This design comes from an exercise in tuning for small area on the open sky130 flow, not from production work.
In this exercise RTL edits were held to simulation tests only and were not proved equivalent to the original.
Power and IR drop assume default switching activity.

==> maple: inputs <==
==> flow/design.v <==
`timescale 1ns/1ns
`default_nettype none
module uart_rx (
	input  logic       i_clock,
	input  logic       i_rst_n,
	input  logic       i_rx,
	output logic [7:0] o_byte,
	output logic       o_valid
);
	localparam logic [1:0] RX_IDLE = 2'd0, RX_START = 2'd1, RX_DATA = 2'd2, RX_STOP = 2'd3;
	logic [1:0] state;
	logic       rx_meta;
	logic       rx_sync;
	logic [2:0] clk_cnt;
	logic [2:0] bit_idx;
	logic [7:0] shift;
	always_ff @(posedge i_clock) begin
		if (!i_rst_n) begin
			rx_meta <= 1'b1;
			rx_sync <= 1'b1;
		end else begin
			rx_meta <= i_rx;
			rx_sync <= rx_meta;
		end
	end
	always_ff @(posedge i_clock) begin
		if (!i_rst_n) begin
			state   <= RX_IDLE;	 
			o_valid <= 1'b0;
		end else begin
			o_valid <= 1'b0;
			case (state)
			RX_IDLE: begin
				clk_cnt <= '0;
				if (!rx_sync) state <= RX_START;
			end
			RX_START: begin
				if (clk_cnt == 3'd3) begin
					clk_cnt <= '0;
					bit_idx <= '0;
					state   <= rx_sync ? RX_IDLE : RX_DATA;
				end else begin
					clk_cnt <= clk_cnt + 1'b1;
				end
			end
			RX_DATA: begin
				if (clk_cnt == 3'd7) begin
					clk_cnt <= '0;
					shift   <= {rx_sync, shift[7:1]};
					bit_idx <= bit_idx + 1'b1;
					if (bit_idx == 3'd7) state <= RX_STOP;
				end else begin
					clk_cnt <= clk_cnt + 1'b1;
				end
			end
			default: begin
				if (clk_cnt == 3'd7) begin
					o_valid <= rx_sync;
					state   <= RX_IDLE;
				end else begin
					clk_cnt <= clk_cnt + 1'b1;
				end
			end
			endcase
		end
	end
	assign o_byte = shift;
endmodule
`default_nettype wire
`timescale 1ns/1ns
`default_nettype none
module dbg_top (
	input  logic       i_clock,
	input  logic       i_rst_n,
	input  logic       i_rx,
	output logic       o_tx,
	output logic [2:0] o_state
);
	localparam logic [2:0] IDLE = 3'd0, LOAD_BYTES = 3'd1, RUNNING = 3'd2,
	                       STEPPING = 3'd3, DUMP_SEND = 3'd4, DUMP_WAIT = 3'd5;
	logic [7:0] rx_byte;
	logic       rx_valid;
	uart_rx u_uart_rx (
		.i_clock (i_clock),
		.i_rst_n (i_rst_n),
		.i_rx    (i_rx),
		.o_byte  (rx_byte),
		.o_valid (rx_valid)
	);
	logic [2:0] state;
	logic [1:0] byte_cnt;
	logic [5:0] u;	 
	logic       tx_busy;
	logic       halted;
	assign o_state = state;
	wire tx_accept = (state == DUMP_WAIT) && !tx_busy;
	always_ff @(posedge i_clock) begin
		if (!i_rst_n) begin
			state    <= IDLE;
			byte_cnt <= '0;
			u        <= 6'd63;
		end else begin
			case (state)
			IDLE: begin
				if (rx_valid) begin
					case (rx_byte)
					8'h4c:   state <= LOAD_BYTES;
					8'h52:   state <= RUNNING;
					8'h53:   state <= STEPPING;
					default: state <= IDLE;
					endcase
				end
			end
			LOAD_BYTES: begin
				if (rx_valid) begin
					byte_cnt <= byte_cnt + 1'b1;
					if (byte_cnt == 2'd3) state <= IDLE;
				end
			end
			RUNNING:   if (halted) state <= DUMP_SEND;
			STEPPING:  state <= DUMP_SEND;
			DUMP_SEND: state <= DUMP_WAIT;
			DUMP_WAIT: begin
				if (!tx_busy) begin
					u     <= (u == 6'd63) ? 6'd29 : u + 1'b1;
					state <= (u == 6'd62) ? IDLE : DUMP_SEND;
				end
			end
			default: state <= IDLE;
			endcase
		end
	end
	logic [21:0] wbuf;	 
	logic        fetch;	 
	logic [63:0][21:0] mem;	 
	logic        pend;	 
	logic        rst_seen;
	logic [5:0]  la;
	logic [5:0]  rot;
	wire  [5:0]  nrot = rot + 6'd55;
	wire         mem_wr = pend && (nrot == la);
	wire         ld_byte = (state == LOAD_BYTES) && rx_valid;
	wire  [5:0]  op      = rx_byte[7:2];
	wire         is_addi = (op == 6'd8);
	wire         is_add  = (op == 6'd0) && (wbuf[5:0] == 6'd32);
	always_ff @(posedge i_clock) begin
		if (ld_byte) begin
			case (byte_cnt)
			2'd0: wbuf[7:0]  <= rx_byte;
			2'd1: wbuf[15:8] <= rx_byte;
			2'd2: begin
				wbuf[21:19] <= rx_byte[7:5];
				wbuf[18:16] <= rx_byte[2:0];
			end
			default: begin
				wbuf[15]    <= (is_addi && wbuf[18:16] != 3'd0) ? wbuf[15] : (op == 6'd63);
				wbuf[18:16] <= is_addi ? wbuf[18:16] : 3'd0;
				wbuf[2:0]   <= is_add ? wbuf[18:16] : wbuf[2:0];
				wbuf[13:11] <= (is_add || (is_addi && wbuf[18:16] != 3'd0)) ? wbuf[13:11] : 3'd0;
			end
			endcase
		end else if (fetch) begin
			wbuf <= mem[0];
		end
	end
	always_ff @(posedge i_clock) begin
		if (mem_wr) begin
			pend     <= 1'b0;
			rst_seen <= 1'b0;
			la       <= (!i_rst_n || rst_seen) ? 6'd0 : la + 1'b1;
		end else if (!i_rst_n) begin
			rst_seen <= pend;
			if (!pend) la <= 6'd0;
		end else if (ld_byte && byte_cnt == 2'd3) begin
			pend <= 1'b1;
		end
	end
	always_ff @(posedge i_clock) begin
		rot <= nrot;
		for (int i = 0; i < 63; i++) mem[i] <= mem[i+1];
		mem[63] <= mem[0];
		if (mem_wr) mem[0] <= wbuf;
	end
	logic [15:0] count;
	wire  [5:0]  pc = count[5:0];	 
	logic [5:0]  rp;	 
	logic [6:0]  hd;	 
	wire [5:0] hdist  = rot - pc;
	wire [21:0] hword = (pend && rot == la) ? wbuf : mem[0];	 
	wire        h_head = (hword[18:16] == 3'd0) && (hword[13:11] == 3'd0) && hword[15];
	wire exec    = ((state == RUNNING) || (state == STEPPING)) && !halted;
	assign fetch = ((rp != pc) || exec) && (rot == rp) && !(tx_busy && u == 6'd63);
	always_ff @(posedge i_clock) begin
		if (!i_rst_n) begin
			count   <= '0;
			halted  <= 1'b0;
			rp      <= '0;
			hd      <= 7'd64;
		end else begin
			if (ld_byte && byte_cnt == 2'd3)
				hd <= 7'd64;	 
			else if (exec)
				hd <= hd[6] ? hd : hd - 1'b1;
			else if (h_head && (hd[6] || hdist < hd[5:0]))
				hd <= {1'b0, hdist};
			if (exec) begin
				count <= count + 1'b1;
				if (hd == 7'd0) halted <= 1'b1;
			end
			if (fetch) rp <= rp + 1'b1;
		end
	end
	wire  [1:0]  ph = {rot[1] ^ rot[0], rot[0]};	 
	logic        act;	 
	logic        exe;	 
	logic        carry;
	logic [1:0]  zc;
	logic [7:1][3:0][7:0] regs;	 
	wire start = act && (ph == 2'd0);
	wire proc  = start || exe;
	wire zero  = !i_rst_n || (zc != 2'd0);
	always_ff @(posedge i_clock) begin
		if (!i_rst_n) begin
			act <= 1'b0;
			exe <= 1'b0;
			zc  <= 2'd3;
		end else begin
			if (fetch)      act <= 1'b1;
			else if (start) act <= 1'b0;
			if (start)            exe <= 1'b1;
			else if (ph == 2'd3)  exe <= 1'b0;
			if (zc != 2'd0) zc <= zc - 1'b1;
		end
	end
	logic [7:0] head [8];
	always_comb begin
		head[0] = 8'd0;
		for (int r = 1; r < 8; r++) head[r] = regs[r][0];
	end
	wire [2:0] rs_i   = wbuf[21:19];
	wire [2:0] t_i    = wbuf[18:16];
	wire [2:0] dest   = (t_i != 3'd0) ? t_i : wbuf[13:11];
	wire       add_i  = (t_i == 3'd0);
	wire [7:0] imm_b  = (ph == 2'd0) ? wbuf[7:0] : (ph == 2'd1) ? wbuf[15:8] : {8{wbuf[15]}};
	wire       dumpr  = tx_busy && u[5] && (u[4:2] != 3'd0);	 
	wire [7:0] opa    = head[dumpr ? u[4:2] : rs_i];
	wire [7:0] opb    = add_i ? head[wbuf[2:0]] : imm_b;
	wire [8:0] sum    = {1'b0, opa} + {1'b0, opb} + {8'd0, (ph != 2'd0) && carry};
	wire [7:0] wdat = zero ? 8'd0 : sum[7:0];
	always_ff @(posedge i_clock) begin
		carry <= sum[8];
		for (int r = 1; r < 8; r++) begin
			regs[r][0] <= regs[r][1];
			regs[r][1] <= regs[r][2];
			regs[r][2] <= regs[r][3];
			regs[r][3] <= (zero || (proc && dest == 3'(r))) ? wdat : regs[r][0];
		end
	end
	logic [2:0] tx_clk;
	logic [3:0] tx_bit;
	logic       nb;	 
	logic [7:0] src;
	always_comb begin
		if (!u[5]) begin
			case (u[1:0])
			2'd1:    src = {2'b00, pc};
			2'd2:    src = count[7:0];
			default: src = count[15:8];
			endcase
		end else begin
			src = dumpr ? opa : 8'd0;
		end
	end
	always_ff @(posedge i_clock) begin
		if (!u[5] || ph == u[1:0]) nb <= src[tx_bit[2:0]];
	end
	always_ff @(posedge i_clock) begin
		if (!i_rst_n) begin
			tx_busy <= 1'b0;
			o_tx    <= 1'b1;
		end else if (!tx_busy) begin
			if (tx_accept) begin
				tx_busy <= 1'b1;
				o_tx    <= 1'b0;
				tx_clk  <= '0;
				tx_bit  <= '0;
			end
		end else if (tx_clk == 3'd7) begin
			tx_clk <= '0;
			if (tx_bit == 4'd9) begin
				tx_busy <= 1'b0;
			end else begin
				o_tx   <= (tx_bit == 4'd8) ? 1'b1 : nb;
				tx_bit <= tx_bit + 1'b1;
			end
		end else begin
			tx_clk <= tx_clk + 1'b1;
		end
	end
endmodule
`default_nettype wire
==> flow/flow/run.sh <==
#!/bin/bash
# Standard layout, with clock tree synthesis told not to add dummy loads.
set -euo pipefail
CTS="-sink_clustering_enable -repair_clock_nets -dont_use_dummy_load"
CTS="$CTS -buf_list sky130_fd_sc_hd__clkbuf_16 -sink_clustering_size 36 -sink_clustering_max_diameter 50"
bash standard.sh finish "CTS_ARGS=$CTS" > make_finish.log 2>&1
==> flow/standard.sh <==
#!/bin/bash
# synth_recipe.tcl (not shown) runs the flow's synth.tcl, then flattens the netlist and writes it again
# the make line also repeats each setting of config.mk as NAME=value (left out here)
make -C /OpenROAD-flow-scripts/flow DESIGN_CONFIG=/design/flow/config.mk WORK_HOME=/design/flow/orfs CLKGATE_MAP_FILE= SYNTH_SCRIPT=/design/flow/synth_recipe.tcl "${@:-finish}"
==> flow/config.mk <==
export PLATFORM = sky130hd
export DESIGN_NAME = dbg_top
export DESIGN_NICKNAME = dbg_top
export VERILOG_FILES = /design/flow/design.v
export SDC_FILE = /design/flow/constraint.sdc
export NUM_CORES = 4
export LEC_CHECK = 0
export CAP_MARGIN = 20
export CORE_MARGIN = 2
export CORE_UTILIZATION = 60
export SLEW_MARGIN = 20
==> flow/constraint.sdc <==
create_clock -name core_clock -period 10.0 [get_ports {i_clock}]
set_input_delay 2.0000 -clock core_clock [delete_from_list [all_inputs] [get_ports {i_clock}]]
set_output_delay 2.0000 -clock core_clock [all_outputs]
set_load 0.01 [all_outputs]
==> inputs of amber, as changes to maple <==
--- a/flow/design.v
+++ b/flow/design.v
@@ -26,5 +26,7 @@
 	always_ff @(posedge i_clock) begin
 		if (!i_rst_n) begin
-			state   <= RX_IDLE;	 
+			state   <= RX_IDLE;
+			clk_cnt <= '0;
+			bit_idx <= '0;
 			o_valid <= 1'b0;
 		end else begin
@@ -132,6 +134,4 @@
 	end
 	logic [21:0] wbuf;	 
-	logic        fetch;	 
-	logic [63:0][21:0] mem;	 
 	logic        pend;	 
 	logic        rst_seen;
@@ -160,6 +160,4 @@
 			end
 			endcase
-		end else if (fetch) begin
-			wbuf <= mem[0];
 		end
 	end
@@ -176,4 +174,5 @@
 		end
 	end
+	logic [63:0][21:0] mem;
 	always_ff @(posedge i_clock) begin
 		rot <= nrot;
@@ -182,6 +181,7 @@
 		if (mem_wr) mem[0] <= wbuf;
 	end
+	logic [5:0]  pc;
 	logic [15:0] count;
-	wire  [5:0]  pc = count[5:0];	 
+	logic [6:0]  backlog;	 
 	logic [5:0]  rp;	 
 	logic [6:0]  hd;	 
@@ -190,9 +190,11 @@
 	wire        h_head = (hword[18:16] == 3'd0) && (hword[13:11] == 3'd0) && hword[15];
 	wire exec    = ((state == RUNNING) || (state == STEPPING)) && !halted;
-	assign fetch = ((rp != pc) || exec) && (rot == rp) && !(tx_busy && u == 6'd63);
+	wire fetch   = (backlog != '0) && (rot == rp) && !(tx_busy && u == 6'd63);
 	always_ff @(posedge i_clock) begin
 		if (!i_rst_n) begin
+			pc      <= '0;
 			count   <= '0;
 			halted  <= 1'b0;
+			backlog <= '0;
 			rp      <= '0;
 			hd      <= 7'd64;
@@ -205,11 +207,14 @@
 				hd <= {1'b0, hdist};
 			if (exec) begin
+				pc    <= pc + 1'b1;
 				count <= count + 1'b1;
 				if (hd == 7'd0) halted <= 1'b1;
 			end
+			backlog <= backlog + 7'(exec) - 7'(fetch);
 			if (fetch) rp <= rp + 1'b1;
 		end
 	end
-	wire  [1:0]  ph = {rot[1] ^ rot[0], rot[0]};	 
+	logic [1:0]  ph;	 
+	logic [21:0] ir;
 	logic        act;	 
 	logic        exe;	 
@@ -221,4 +226,6 @@
 	wire zero  = !i_rst_n || (zc != 2'd0);
 	always_ff @(posedge i_clock) begin
+		ph <= ph + 1'b1;
+		if (fetch) ir <= mem[0];
 		if (!i_rst_n) begin
 			act <= 1'b0;
@@ -238,12 +245,12 @@
 		for (int r = 1; r < 8; r++) head[r] = regs[r][0];
 	end
-	wire [2:0] rs_i   = wbuf[21:19];
-	wire [2:0] t_i    = wbuf[18:16];
-	wire [2:0] dest   = (t_i != 3'd0) ? t_i : wbuf[13:11];
+	wire [2:0] rs_i   = ir[21:19];
+	wire [2:0] t_i    = ir[18:16];
+	wire [2:0] dest   = (t_i != 3'd0) ? t_i : ir[13:11];
 	wire       add_i  = (t_i == 3'd0);
-	wire [7:0] imm_b  = (ph == 2'd0) ? wbuf[7:0] : (ph == 2'd1) ? wbuf[15:8] : {8{wbuf[15]}};
+	wire [7:0] imm_b  = (ph == 2'd0) ? ir[7:0] : (ph == 2'd1) ? ir[15:8] : {8{ir[15]}};
 	wire       dumpr  = tx_busy && u[5] && (u[4:2] != 3'd0);	 
 	wire [7:0] opa    = head[dumpr ? u[4:2] : rs_i];
-	wire [7:0] opb    = add_i ? head[wbuf[2:0]] : imm_b;
+	wire [7:0] opb    = add_i ? head[ir[2:0]] : imm_b;
 	wire [8:0] sum    = {1'b0, opa} + {1'b0, opb} + {8'd0, (ph != 2'd0) && carry};
 	wire [7:0] wdat = zero ? 8'd0 : sum[7:0];
@@ -279,4 +286,6 @@
 			tx_busy <= 1'b0;
 			o_tx    <= 1'b1;
+			tx_clk  <= '0;
+			tx_bit  <= '0;
 		end else if (!tx_busy) begin
 			if (tx_accept) begin
==> flow/run.sh (new file) <==
#!/bin/bash
# synth_recipe.tcl (not shown) runs the flow's synth.tcl, then flattens the netlist and writes it again
# the make line also repeats each setting of config.mk as NAME=value (left out here)
make -C /OpenROAD-flow-scripts/flow DESIGN_CONFIG=/design/flow/config.mk WORK_HOME=/design/flow/orfs CLKGATE_MAP_FILE= SYNTH_SCRIPT=/design/flow/synth_recipe.tcl finish
--- a/flow/config.mk
+++ b/flow/config.mk
@@ -8,4 +8,4 @@
 export CAP_MARGIN = 20
 export CORE_MARGIN = 2
-export CORE_UTILIZATION = 60
+export CORE_UTILIZATION = 40
 export SLEW_MARGIN = 20
removed: flow/flow/run.sh
removed: flow/standard.sh
==> inputs of nickel, as changes to maple <==
==> flow/flow/run.sh (replaced) <==
#!/bin/bash
# Standard layout, with clock tree synthesis told not to add dummy loads.
set -euo pipefail
CTS="-sink_clustering_enable -repair_clock_nets -dont_use_dummy_load"
CTS="$CTS -buf_list sky130_fd_sc_hd__clkbuf_16 -sink_clustering_size 32 -sink_clustering_max_diameter 60"
bash standard.sh finish "CTS_ARGS=$CTS" > make_finish.log 2>&1
==> inputs of willow, as changes to maple <==
==> flow/design.v, changed modules only <==
module uart_rx (
	input  logic       i_clock,
	input  logic       i_rst_n,
	input  logic       i_rx,
	output logic [7:0] o_byte,
	output logic       o_valid
);
	localparam logic [1:0] RX_IDLE = 2'd0, RX_START = 2'd1, RX_DATA = 2'd2, RX_STOP = 2'd3;
	logic [1:0] state;
	logic       rx_meta;
	logic       rx_sync;
	logic [2:0] clk_cnt;
	logic [2:0] bit_idx;
	logic [7:0] shift;
	always_ff @(posedge i_clock) begin
		if (!i_rst_n) begin
			rx_meta <= 1'b1;
			rx_sync <= 1'b1;
		end else begin
			rx_meta <= i_rx;
			rx_sync <= rx_meta;
		end
	end
	always_ff @(posedge i_clock) begin
		if (!i_rst_n) begin
			state   <= RX_IDLE;
			clk_cnt <= '0;
			bit_idx <= '0;
			o_valid <= 1'b0;
		end else begin
			o_valid <= 1'b0;
			case (state)
			RX_IDLE: begin
				clk_cnt <= '0;
				if (!rx_sync) state <= RX_START;
			end
			RX_START: begin
				if (clk_cnt == 3'd3) begin
					clk_cnt <= '0;
					bit_idx <= '0;
					state   <= rx_sync ? RX_IDLE : RX_DATA;
				end else begin
					clk_cnt <= clk_cnt + 1'b1;
				end
			end
			RX_DATA: begin
				if (clk_cnt == 3'd7) begin
					clk_cnt <= '0;
					shift   <= {rx_sync, shift[7:1]};
					bit_idx <= bit_idx + 1'b1;
					if (bit_idx == 3'd7) state <= RX_STOP;
				end else begin
					clk_cnt <= clk_cnt + 1'b1;
				end
			end
			default: begin
				if (clk_cnt == 3'd7) begin
					o_valid <= rx_sync;
					state   <= RX_IDLE;
				end else begin
					clk_cnt <= clk_cnt + 1'b1;
				end
			end
			endcase
		end
	end
	assign o_byte = shift;
endmodule
module dbg_top (
	input  logic       i_clock,
	input  logic       i_rst_n,
	input  logic       i_rx,
	output logic       o_tx,
	output logic [2:0] o_state
);
	localparam logic [2:0] IDLE = 3'd0, LOAD_BYTES = 3'd1, RUNNING = 3'd2,
	                       STEPPING = 3'd3, DUMP_SEND = 3'd4, DUMP_WAIT = 3'd5;
	logic [7:0] rx_byte;
	logic       rx_valid;
	uart_rx u_uart_rx (
		.i_clock (i_clock),
		.i_rst_n (i_rst_n),
		.i_rx    (i_rx),
		.o_byte  (rx_byte),
		.o_valid (rx_valid)
	);
	logic [2:0] state;
	logic [1:0] byte_cnt;
	logic [5:0] u;	 
	logic       tx_busy;
	logic       halted;
	assign o_state = state;
	wire tx_accept = (state == DUMP_WAIT) && !tx_busy;
	always_ff @(posedge i_clock) begin
		if (!i_rst_n) begin
			state    <= IDLE;
			byte_cnt <= '0;
			u        <= 6'd63;
		end else begin
			case (state)
			IDLE: begin
				if (rx_valid) begin
					case (rx_byte)
					8'h4c:   state <= LOAD_BYTES;
					8'h52:   state <= RUNNING;
					8'h53:   state <= STEPPING;
					default: state <= IDLE;
					endcase
				end
			end
			LOAD_BYTES: begin
				if (rx_valid) begin
					byte_cnt <= byte_cnt + 1'b1;
					if (byte_cnt == 2'd3) state <= IDLE;
				end
			end
			RUNNING:   if (halted) state <= DUMP_SEND;
			STEPPING:  state <= DUMP_SEND;
			DUMP_SEND: state <= DUMP_WAIT;
			DUMP_WAIT: begin
				if (!tx_busy) begin
					u     <= (u == 6'd63) ? 6'd29 : u + 1'b1;
					state <= (u == 6'd62) ? IDLE : DUMP_SEND;
				end
			end
			default: state <= IDLE;
			endcase
		end
	end
	logic [22:0] wbuf;	 
	logic        pend;	 
	logic        rst_seen;
	logic [5:0]  la;
	logic [5:0]  rot;
	wire  [5:0]  nrot = rot + 6'd55;
	wire         mem_wr = pend && (nrot == la);
	wire         ld_byte = (state == LOAD_BYTES) && rx_valid;
	wire  [5:0]  op      = rx_byte[7:2];
	wire         is_addi = (op == 6'd8);
	wire         is_add  = (op == 6'd0) && (wbuf[5:0] == 6'd32);
	always_ff @(posedge i_clock) begin
		if (ld_byte) begin
			case (byte_cnt)
			2'd0: wbuf[7:0]  <= rx_byte;
			2'd1: wbuf[15:8] <= rx_byte;
			2'd2: begin
				wbuf[21:19] <= rx_byte[7:5];
				wbuf[18:16] <= rx_byte[2:0];
			end
			default: begin
				wbuf[22]    <= (op == 6'd63);
				wbuf[18:16] <= is_addi ? wbuf[18:16] : 3'd0;
				wbuf[2:0]   <= is_add ? wbuf[18:16] : wbuf[2:0];
				wbuf[13:11] <= (is_add || (is_addi && wbuf[18:16] != 3'd0)) ? wbuf[13:11] : 3'd0;
			end
			endcase
		end
	end
	always_ff @(posedge i_clock) begin
		if (mem_wr) begin
			pend     <= 1'b0;
			rst_seen <= 1'b0;
			la       <= (!i_rst_n || rst_seen) ? 6'd0 : la + 1'b1;
		end else if (!i_rst_n) begin
			rst_seen <= pend;
			if (!pend) la <= 6'd0;
		end else if (ld_byte && byte_cnt == 2'd3) begin
			pend <= 1'b1;
		end
	end
	logic [63:0][22:0] mem;
	always_ff @(posedge i_clock) begin
		rot <= nrot;
		for (int i = 0; i < 63; i++) mem[i] <= mem[i+1];
		mem[63] <= mem[0];
		if (mem_wr) mem[0] <= wbuf;
	end
	logic [5:0]  pc;
	logic [15:0] count;
	logic [6:0]  backlog;	 
	logic [5:0]  rp;	 
	wire  [5:0]  pc_off = pc - rot;
	wire  [5:0]  hsel   = 6'(pc_off * 6'd7);	 
	logic [63:0] hplane;
	always_comb begin
		for (int i = 0; i < 64; i++) hplane[i] = mem[i][22];
	end
	wire halt_pc = hplane[hsel];
	wire exec    = ((state == RUNNING) || (state == STEPPING)) && !halted;
	wire fetch   = (backlog != '0) && (rot == rp) && !(tx_busy && u == 6'd63);
	always_ff @(posedge i_clock) begin
		if (!i_rst_n) begin
			pc      <= '0;
			count   <= '0;
			halted  <= 1'b0;
			backlog <= '0;
			rp      <= '0;
		end else begin
			if (exec) begin
				pc    <= pc + 1'b1;
				count <= count + 1'b1;
				if (halt_pc) halted <= 1'b1;
			end
			backlog <= backlog + 7'(exec) - 7'(fetch);
			if (fetch) rp <= rp + 1'b1;
		end
	end
	logic [1:0]  ph;	 
	logic [22:0] ir;
	logic        act;	 
	logic        exe;	 
	logic        carry;
	logic [1:0]  zc;
	logic [7:1][3:0][7:0] regs;	 
	wire start = act && (ph == 2'd0);
	wire proc  = start || exe;
	wire zero  = !i_rst_n || (zc != 2'd0);
	always_ff @(posedge i_clock) begin
		ph <= ph + 1'b1;
		if (fetch) ir <= mem[0];
		if (!i_rst_n) begin
			act <= 1'b0;
			exe <= 1'b0;
			zc  <= 2'd3;
		end else begin
			if (fetch)      act <= 1'b1;
			else if (start) act <= 1'b0;
			if (start)            exe <= 1'b1;
			else if (ph == 2'd3)  exe <= 1'b0;
			if (zc != 2'd0) zc <= zc - 1'b1;
		end
	end
	logic [7:0] head [8];
	always_comb begin
		head[0] = 8'd0;
		for (int r = 1; r < 8; r++) head[r] = regs[r][0];
	end
	wire [2:0] rs_i   = ir[21:19];
	wire [2:0] t_i    = ir[18:16];
	wire [2:0] dest   = ir[22] ? 3'd0 : (t_i != 3'd0) ? t_i : ir[13:11];
	wire       add_i  = (t_i == 3'd0);
	wire [7:0] imm_b  = (ph == 2'd0) ? ir[7:0] : (ph == 2'd1) ? ir[15:8] : {8{ir[15]}};
	wire [7:0] opa    = head[rs_i];
	wire [7:0] opb    = add_i ? head[ir[2:0]] : imm_b;
	wire [8:0] sum    = {1'b0, opa} + {1'b0, opb} + {8'd0, (ph != 2'd0) && carry};
	always_ff @(posedge i_clock) begin
		carry <= sum[8];
		for (int r = 1; r < 8; r++) begin
			regs[r][0] <= regs[r][1];
			regs[r][1] <= regs[r][2];
			regs[r][2] <= regs[r][3];
			regs[r][3] <= zero ? 8'd0 : (proc && dest == 3'(r)) ? sum[7:0] : regs[r][0];
		end
	end
	logic [2:0] tx_clk;
	logic [3:0] tx_bit;
	logic       nb;	 
	logic [7:0] src;
	always_comb begin
		if (!u[5]) begin
			case (u[1:0])
			2'd1:    src = {2'b00, pc};
			2'd2:    src = count[7:0];
			default: src = count[15:8];
			endcase
		end else begin
			src = head[u[4:2]];
		end
	end
	always_ff @(posedge i_clock) begin
		if (!u[5] || ph == u[1:0]) nb <= src[tx_bit[2:0]];
	end
	always_ff @(posedge i_clock) begin
		if (!i_rst_n) begin
			tx_busy <= 1'b0;
			o_tx    <= 1'b1;
			tx_clk  <= '0;
			tx_bit  <= '0;
		end else if (!tx_busy) begin
			if (tx_accept) begin
				tx_busy <= 1'b1;
				o_tx    <= 1'b0;
				tx_clk  <= '0;
				tx_bit  <= '0;
			end
		end else if (tx_clk == 3'd7) begin
			tx_clk <= '0;
			if (tx_bit == 4'd9) begin
				tx_busy <= 1'b0;
			end else begin
				o_tx   <= (tx_bit == 4'd8) ? 1'b1 : nb;
				tx_bit <= tx_bit + 1'b1;
			end
		end else begin
			tx_clk <= tx_clk + 1'b1;
		end
	end
endmodule
==> flow/run.sh (new file) <==
#!/bin/bash
# synth_recipe.tcl (not shown) runs the flow's synth.tcl, then flattens the netlist and writes it again
# the make line also repeats each setting of config.mk as NAME=value (left out here)
make -C /OpenROAD-flow-scripts/flow DESIGN_CONFIG=/design/flow/config.mk WORK_HOME=/design/flow/orfs CLKGATE_MAP_FILE= SYNTH_SCRIPT=/design/flow/synth_recipe.tcl finish
--- a/flow/config.mk
+++ b/flow/config.mk
@@ -8,4 +8,4 @@
 export CAP_MARGIN = 20
 export CORE_MARGIN = 2
-export CORE_UTILIZATION = 60
+export CORE_UTILIZATION = 40
 export SLEW_MARGIN = 20
removed: flow/flow/run.sh
removed: flow/standard.sh
==> comparison <==
Against willow, the non-clock buffer count of maple is lower by 1. Between amber and nickel, the lower design area is in nickel (gap about 12%, measured against nickel). Against willow, the clock skew of amber is lower by 15 ps. Against amber, the wire length of maple is higher by 0.86%. The lowest clock-buffer cell count belongs to nickel, the highest to willow. Global-route usage: willow is lower than nickel (6.3 points). Between willow and amber, the lower synthesized cell count is in amber (gap 4.5%, measured against amber). First-iteration DRC count: amber < maple < nickel < willow. willow ran to the end with no violations. nickel finished clean. amber produced a clean layout. maple completed without violations.
==> figures <==
Worst hold endpoint: maple regs[55]; willow regs[175]; amber mem[64]; nickel regs[23]
Required time of the critical path: maple 10480 ps; willow 10600 ps; amber 10680 ps; nickel 10510 ps
Share of the synthesized netlist area taken by xor and xnor gates: maple 0.01305; willow 0.01246; amber 0.01263; nickel 0.01305
WP buf/inv: maple 1; willow 0; amber 0; nickel 1
Reg2Reg Setup Slack: maple 5380 ps; willow 5830 ps; amber 4870 ps; nickel 5460 ps
Total via count in the routed design: maple 17.77k; willow 19.54k; amber 18.59k; nickel 17.57k
Number of sequential cells: maple 1743; willow 1839; amber 1780; nickel 1743
Number of flip-flops under the largest register name: maple 1408; willow 1472; amber 1408; nickel 1408
Outcome: maple timing/DRC/antenna clean; willow timing/DRC/antenna clean; amber timing/DRC/antenna clean; nickel timing/DRC/antenna clean
Sequential power share: maple 0.628; willow 0.522; amber 0.522; nickel 0.661
Cell Pwr Density: maple 250.9 mW/mm2; willow 276.9 mW/mm2; amber 280.9 mW/mm2; nickel 242.1 mW/mm2
Period Utilization, post-route: maple 0.4621; willow 0.4169; amber 0.5126; nickel 0.4542
Met1 usage in global routing: maple 0.2725; willow 0.1618; amber 0.1660; nickel 0.2693
Timing endpoint of the critical path: maple regs[29]; willow regs[95]; amber regs[126]; nickel regs[29]
Number of cells on the worst reg-to-reg path: maple 15; willow 11; amber 14; nickel 15
Worst Max-Slew Pin Slew: maple 1125 ps; willow 1050 ps; amber 1179 ps; nickel 1107 ps
Total cell area at the placement stage: maple 0.04258 mm2; willow 0.04650 mm2; amber 0.04457 mm2; nickel 0.04258 mm2
Post-route cell area: maple 0.04521 mm2; willow 0.05220 mm2; amber 0.05002 mm2; nickel 0.04451 mm2

separate check: timing with driven ports:
In the flow no input, the clock included, has a driving cell. The finished layouts below were timed again as built, in two steps. Step 1 assumes that a clkbuf_16 drives the clock port and a buf_2 every other input. Step 2 adds t to the input delays and takes it off the output delays; t is the mean of the earliest and latest rising clock arrival at the registers after step 1. Input paths then give back, and output paths get back, about the clock's delay inside the block. Slacks: no drivers / after step 1 / after step 2; pairs: no drivers / after step 1.
run | t, ns | slack for setup (ns) | slew at the worst register clock pin (ns) | worst data-port slew with drivers (ns) | cell pins on the clock port's net
maple | 0.690 | 5.379 / 5.379 / 5.379 | 0.11 / 0.11 | 0.03 | 1
amber | 0.804 | 4.874 / 4.874 / 4.874 | 0.07 / 0.07 | 0.03 | 1
nickel | 0.650 | 5.458 / 5.458 / 5.458 | 0.11 / 0.11 | 0.03 | 1
willow | 0.782 | 5.831 / 5.814 / 5.831 | 0.07 / 0.07 | 0.04 | 1
After both steps every run listed still meets setup and hold.
